Source: an optimization exercise on an open RTL-to-GDS flow (aim: small area and a short achievable clock period). Production flows keep margins and buffers that such runs may drop. Only simulation tests tie the RTL to the original design; equivalence was not proved. Power and IR drop assume default switching activity.

// audioTop
module audioTop (
  input  logic clk,
  input  logic Reset,
  input  logic sck,
  input  logic mosi,
  input  logic ssel,
  output logic miso,
  output logic audio
);
  logic       hostOp;
  logic       addrLoad;
  logic [2:0] addrLoadLo;
  logic       partLoad;
  logic [4:0] partHi;
  logic [7:0] hostWdata;
  logic       hostReq;
  logic       hostAck;
  logic       fetchReq;
  logic       fetchAck;
  logic       fetchHi;
  logic [7:0] hostQ;
  logic [7:0] loQ;
  logic [7:0] hiQ;
  audioPkg::dacWord_t sample;
  spiMemBridge spiMemBridge_inst (
    .clk(clk), .Reset(Reset),
    .sck(sck), .mosi(mosi), .ssel(ssel), .miso(miso),
    .reqOp(hostOp),
    .addrLoad(addrLoad), .addrLoadLo(addrLoadLo),
    .partLoad(partLoad), .partHi(partHi), .reqWdata(hostWdata),
    .req(hostReq), .ack(hostAck), .memQ(hostQ)
  );
  sampleFetch sampleFetch_inst (
    .clk(clk), .Reset(Reset),
    .fetchHi(fetchHi), .req(fetchReq), .ack(fetchAck),
    .loQ(loQ), .hiQ(hiQ[4:0]), .sample(sample)
  );
  sharedMemory sharedMemory_inst (
    .clk(clk), .Reset(Reset),
    .hostOp(hostOp), .hostWdata(hostWdata),
    .addrLoad(addrLoad), .addrLoadLo(addrLoadLo),
    .partLoad(partLoad), .partHi(partHi),
    .hostReq(hostReq), .hostAck(hostAck),
    .fetchReq(fetchReq), .fetchAck(fetchAck),
    .hostQ(hostQ), .loQ(loQ), .hiQ(hiQ)
  );
  sigmaDeltaDac sigmaDeltaDac_inst (
    .clk(clk), .Reset(Reset), .sample(sample), .audio(audio)
  );
endmodule
Size: roughly 3,100 cells after synthesis, ~2,200 flip-flops.
==> flow/config.mk <==
export PLATFORM = sky130hd
export DESIGN_NAME = audioTop
export DESIGN_NICKNAME = audioTop
export VERILOG_FILES = /design/flow/design.v
export SDC_FILE = /design/flow/constraint.sdc
export NUM_CORES = 4
export LEC_CHECK = 0
export CAP_MARGIN = 20
export CORE_MARGIN = 2
export CORE_UTILIZATION = 65
export CTS_CLUSTER_DIAMETER = 100
export CTS_CLUSTER_SIZE = 22
export SLEW_MARGIN = 20
==> flow/constraint.sdc <==
create_clock -name core_clock -period 10.0 [get_ports {clk}]
set_input_delay 2.0000 -clock core_clock [delete_from_list [all_inputs] [get_ports {clk}]]
set_output_delay 2.0000 -clock core_clock [all_outputs]
set_load 0.01 [all_outputs]
standard.sh (not shown) runs the stock make flow with config.mk's settings and CLKGATE_MAP_FILE= SYNTH_SCRIPT=/design/flow/synth_recipe.tcl, a recipe that flattens the netlist after the stock synthesis.
==> flow/flow/run.sh <==
#!/bin/bash
set -euo pipefail
bash standard.sh "BUFFER_PORTS_ARGS=-buffer_cell sky130_fd_sc_hd__buf_4" \
  SETUP_SLACK_MARGIN=7.3 finish > make_finish.log 2>&1
Change:
- CORE_UTILIZATION: 65 -> 40
- The new run finished with timing, DRC and antenna clean
- design area rises slightly
- count of clock-buffer cells in the layout falls by 6
- core utilization falls by 27 points
- worst setup slack loses 0.047 ns
- total power barely changes
Change:
==> flow/flow/run.sh (replaced) <==
#!/bin/bash
set -euo pipefail
ARGS=("BUFFER_PORTS_ARGS=-buffer_cell sky130_fd_sc_hd__buf_4" SETUP_SLACK_MARGIN=7.6)
bash standard.sh "${ARGS[@]}" place > make_place.log 2>&1
PLATFORM_DIR=$FLOW_HOME/platforms/sky130hd MV_DB=orfs/results/sky130hd/audioTop/base/3_place.odb \
  openroad -no_init -exit flow/move_out_ffs.tcl > move_out_ffs.log 2>&1
bash standard.sh "${ARGS[@]}" finish > make_finish.log 2>&1
==> flow/flow/move_out_ffs.tcl (new file) <==
# Move each flip-flop that drives an output-port buffer next to that buffer,
# then legalize. Reads and writes the placed database given in MV_DB.
read_lef $::env(PLATFORM_DIR)/lef/sky130_fd_sc_hd.tlef
read_lef $::env(PLATFORM_DIR)/lef/sky130_fd_sc_hd_merged.lef
read_db $::env(MV_DB)
set block [ord::get_db_block]
foreach bt [$block getBTerms] {
  if {[$bt getIoType] ne "OUTPUT"} { continue }
  set net [$bt getNet]
  set buf ""
  foreach it [$net getITerms] { if {[$it isOutputSignal]} { set buf [$it getInst] } }
  if {$buf eq ""} { continue }
  set ff ""
  foreach it [$buf getITerms] {
    if {![$it isInputSignal]} { continue }
    set n [$it getNet]
    if {$n eq "NULL"} { continue }
    foreach it2 [$n getITerms] {
      if {[$it2 isOutputSignal] && [string match "*df*" [[$it2 getInst] getMaster] ] } {}
      if {[$it2 isOutputSignal]} { set ff [$it2 getInst] }
    }
  }
  if {$ff eq ""} { continue }
  set m [[$ff getMaster] getName]
  if {![string match "*__df*" $m]} { puts "MV skip [$bt getName]: driver $m"; continue }
  set loc [$buf getLocation]
  set bx [lindex $loc 0]; set by [lindex $loc 1]
  set old [$ff getLocation]
  $ff setLocation $bx $by
  $ff setPlacementStatus PLACED
  puts "MV [$bt getName]: moved [$ff getName] ($m) from $old to near [$buf getName] at $loc"
}
detailed_placement
check_placement
write_db $::env(MV_DB)
- CORE_UTILIZATION: 40 -> 65
- CTS_CLUSTER_SIZE: 22 -> 26
- sequential share of layout area increases by 0.93 points
- cell area decreases by 1.2%
- area after synthesis does not change
- via count increases by 1.6%
- power decreases by 2.8%
- fmax increases by 4.8%
- core utilization increases by 27 points
- worst hold slack improved by 0.0055 ns
- synthesized cell count does not change
- critical path depth does not change

* * *

Starting RTL as in the previous note.
==> flow/config.mk <==
export PLATFORM = sky130hd
export DESIGN_NAME = audioTop
export DESIGN_NICKNAME = audioTop
export VERILOG_FILES = /design/flow/design.v
export SDC_FILE = /design/flow/constraint.sdc
export NUM_CORES = 4
export LEC_CHECK = 0
export CAP_MARGIN = 20
export CORE_MARGIN = 2
export CORE_UTILIZATION = 65
export CTS_CLUSTER_DIAMETER = 100
export CTS_CLUSTER_SIZE = 26
export SLEW_MARGIN = 20
==> flow/constraint.sdc <==
create_clock -name core_clock -period 10.0 [get_ports {clk}]
set_input_delay 2.0000 -clock core_clock [delete_from_list [all_inputs] [get_ports {clk}]]
set_output_delay 2.0000 -clock core_clock [all_outputs]
set_load 0.01 [all_outputs]
==> flow/flow/run.sh <==
#!/bin/bash
set -euo pipefail
ARGS=("BUFFER_PORTS_ARGS=-buffer_cell sky130_fd_sc_hd__buf_4" SETUP_SLACK_MARGIN=7.0)
bash standard.sh "${ARGS[@]}" place > make_place.log 2>&1
PLATFORM_DIR=$FLOW_HOME/platforms/sky130hd MV_DB=orfs/results/sky130hd/audioTop/base/3_place.odb \
  openroad -no_init -exit flow/move_out_ffs.tcl > move_out_ffs.log 2>&1
bash standard.sh "${ARGS[@]}" finish > make_finish.log 2>&1
==> flow/flow/move_out_ffs.tcl <==
# Move each flip-flop that drives an output-port buffer onto that buffer's
# place, hold it there while the rest is legalized and improved as in the
# standard detailed placement, then release it. Reads and writes MV_DB.
read_lef $::env(PLATFORM_DIR)/lef/sky130_fd_sc_hd.tlef
read_lef $::env(PLATFORM_DIR)/lef/sky130_fd_sc_hd_merged.lef
read_db $::env(MV_DB)
set block [ord::get_db_block]
set fixed {}
foreach i [$block getInsts] {
  if {[$i getPlacementStatus] eq "FIRM" || [$i getPlacementStatus] eq "LOCKED" || [$i getPlacementStatus] eq "FIXED"} {
    lappend fixed [[$i getBBox] xMin] [[$i getBBox] yMin] [[$i getBBox] xMax]
  }
}
# is the span x .. x+w of the row at y taken by a fixed cell?
proc blocked {x y w} {
  foreach {x0 y0 x1} $::fixed {
    if {$y0 == $y && $x0 < $x + $w && $x < $x1} { return 1 }
  }
  return 0
}
set moved {}
foreach bt [$block getBTerms] {
  if {[$bt getIoType] ne "OUTPUT"} { continue }
  set buf ""
  foreach it [[$bt getNet] getITerms] { if {[$it isOutputSignal]} { set buf [$it getInst] } }
  if {$buf eq ""} { continue }
  set ff ""
  foreach it [$buf getITerms] {
    if {![$it isInputSignal]} { continue }
    set n [$it getNet]
    if {$n eq "NULL"} { continue }
    foreach it2 [$n getITerms] { if {[$it2 isOutputSignal]} { set ff [$it2 getInst] } }
  }
  if {$ff eq ""} { continue }
  set m [[$ff getMaster] getName]
  if {![string match "*__df*" $m]} { puts "MV skip [$bt getName]: driver $m"; continue }
  set loc [$buf getLocation]
  puts "MV [$bt getName]: [$ff getName] ($m) from [$ff getLocation] to beside [$buf getName] at $loc [$buf getPlacementStatus]"
  # beside the buffer in its row, on the side with room
  set bx [lindex $loc 0]; set by [lindex $loc 1]
  set bw [[$buf getMaster] getWidth]; set fw [[$ff getMaster] getWidth]
  set core [$block getCoreArea]
  set site [[lindex [$block getRows] 0] getSite]
  set sw [$site getWidth]
  set x ""
  foreach k {0 1 2 3 4 5 6 7 8 9 10 11 12 13 14 15 16 17 18 19 20} {
    foreach cx [list [expr {$bx + $bw + $k * $sw}] [expr {$bx - $fw - $k * $sw}]] {
      if {$cx < [$core xMin] || $cx + $fw > [$core xMax]} { continue }
      if {![blocked $cx $by $fw]} { set x $cx; break }
    }
    if {$x ne ""} { break }
  }
  if {$x eq ""} { puts "MV no room beside [$buf getName]"; continue }
  $ff setOrient [$buf getOrient]
  $ff setLocation $x $by
  $ff setPlacementStatus FIRM
  lappend moved $ff
}
detailed_placement
improve_placement
optimize_mirroring
foreach ff $moved {
  $ff setPlacementStatus PLACED
  puts "MV kept [$ff getName] at [$ff getLocation]"
}
check_placement
write_db $::env(MV_DB)
The first run finished but failed the layout checks on antenna violations.
Rerun with:
==> flow/flow/move_out_ffs.tcl (replaced) <==
# Move each flip-flop that drives an output-port buffer next to that buffer,
# then legalize. Reads and writes the placed database given in MV_DB.
read_lef $::env(PLATFORM_DIR)/lef/sky130_fd_sc_hd.tlef
read_lef $::env(PLATFORM_DIR)/lef/sky130_fd_sc_hd_merged.lef
read_db $::env(MV_DB)
set block [ord::get_db_block]
foreach bt [$block getBTerms] {
  if {[$bt getIoType] ne "OUTPUT"} { continue }
  set net [$bt getNet]
  set buf ""
  foreach it [$net getITerms] { if {[$it isOutputSignal]} { set buf [$it getInst] } }
  if {$buf eq ""} { continue }
  set ff ""
  foreach it [$buf getITerms] {
    if {![$it isInputSignal]} { continue }
    set n [$it getNet]
    if {$n eq "NULL"} { continue }
    foreach it2 [$n getITerms] {
      if {[$it2 isOutputSignal] && [string match "*df*" [[$it2 getInst] getMaster] ] } {}
      if {[$it2 isOutputSignal]} { set ff [$it2 getInst] }
    }
  }
  if {$ff eq ""} { continue }
  set m [[$ff getMaster] getName]
  if {![string match "*__df*" $m]} { puts "MV skip [$bt getName]: driver $m"; continue }
  set loc [$buf getLocation]
  set bx [lindex $loc 0]; set by [lindex $loc 1]
  set old [$ff getLocation]
  $ff setLocation $bx $by
  $ff setPlacementStatus PLACED
  puts "MV [$bt getName]: moved [$ff getName] ($m) from $old to near [$buf getName] at $loc"
}
detailed_placement
check_placement
write_db $::env(MV_DB)
Outcome: With this change the flow passed the timing, DRC and antenna checks; area after synthesis stays the same; final cell count barely changes; non-clock buffer count goes up by 4; clock power goes down by about 0.9%; flip-flop and latch count stays the same; clock-buffer cell count goes up by 3; fmax goes up by 0.95%; power barely changes; die area does not change; final area stays flat; worst setup slack improved by 0.030 ns.
Rerun with:
==> flow/flow/run.sh (replaced) <==
#!/bin/bash
set -euo pipefail
bash standard.sh "BUFFER_PORTS_ARGS=-buffer_cell sky130_fd_sc_hd__buf_4" \
  SETUP_SLACK_MARGIN=7.6 finish > make_finish.log 2>&1
removed: flow/flow/move_out_ffs.tcl
After rerunning:
- cell count goes up slightly
- final area rises slightly
- clock-buffer cell count went down by 6
- setup slack loses 0.017 ns
- sequential share of layout area falls by 0.91 points
- routed wire length grows slightly
- hold slack stays flat
- area after synthesis stays the same
- global-route usage hardly moves
- first-iteration DRC count grows by a few percent
Rerun with:
==> flow/flow/run.sh (replaced) <==
#!/bin/bash
set -euo pipefail
bash standard.sh "BUFFER_PORTS_ARGS=-buffer_cell sky130_fd_sc_hd__buf_4" \
  SETUP_SLACK_MARGIN=7.3 finish > make_finish.log 2>&1
What happened: The changed run went through all stages and came out clean; total power barely changes; clock skew goes down by 0.0033 ns; die area does not change; count of clock-buffer cells in the layout went up by 2; via count drops by 0.42%; sequential share of layout area rises by 0.65 points.

==> port drivers added, routing unchanged <==
In the flow no input, the clock included, has a driving cell. The finished layouts below were timed again as built, in two steps.
Step 1, drivers: a clkbuf_16 drives clk and a buf_2 each remaining input, both assumed.
Step 2 also shifts input and output timing later by t, the mid clock arrival at the registers, as if the neighbouring blocks saw the same clock.
a / b / c = ideal ports / drivers / drivers and shift; a / b = the first two.
run	t (ns)	setup WS [ns]	worst hold slack (ns)	worst slew at a driven data input, ns
the first run of note 1	0.752	6.703 / 6.634 / 7.017	0.316 / 0.316 / 0.316	0.03
the second run of note 1	0.792	6.657 / 6.587 / 7.042	0.308 / 0.308 / 0.308	0.04
the third run of note 1	0.729	6.811 / 6.743 / 7.109	0.314 / 0.314 / 0.314	0.03
the first run of note 2	0.728	6.744 / 6.677 / 7.088	0.303 / 0.303 / 0.303	0.04
the second run of note 2	0.734	6.775 / 6.708 / 7.074	0.314 / 0.314 / 0.314	0.03
the third run of note 2	0.734	6.758 / 6.691 / 7.104	0.311 / 0.311 / 0.311	0.03
the fourth run of note 2	0.748	6.706 / 6.641 / 6.981	0.321 / 0.321 / 0.321	0.03
The worst setup slack also covers recovery checks on asynchronous resets.
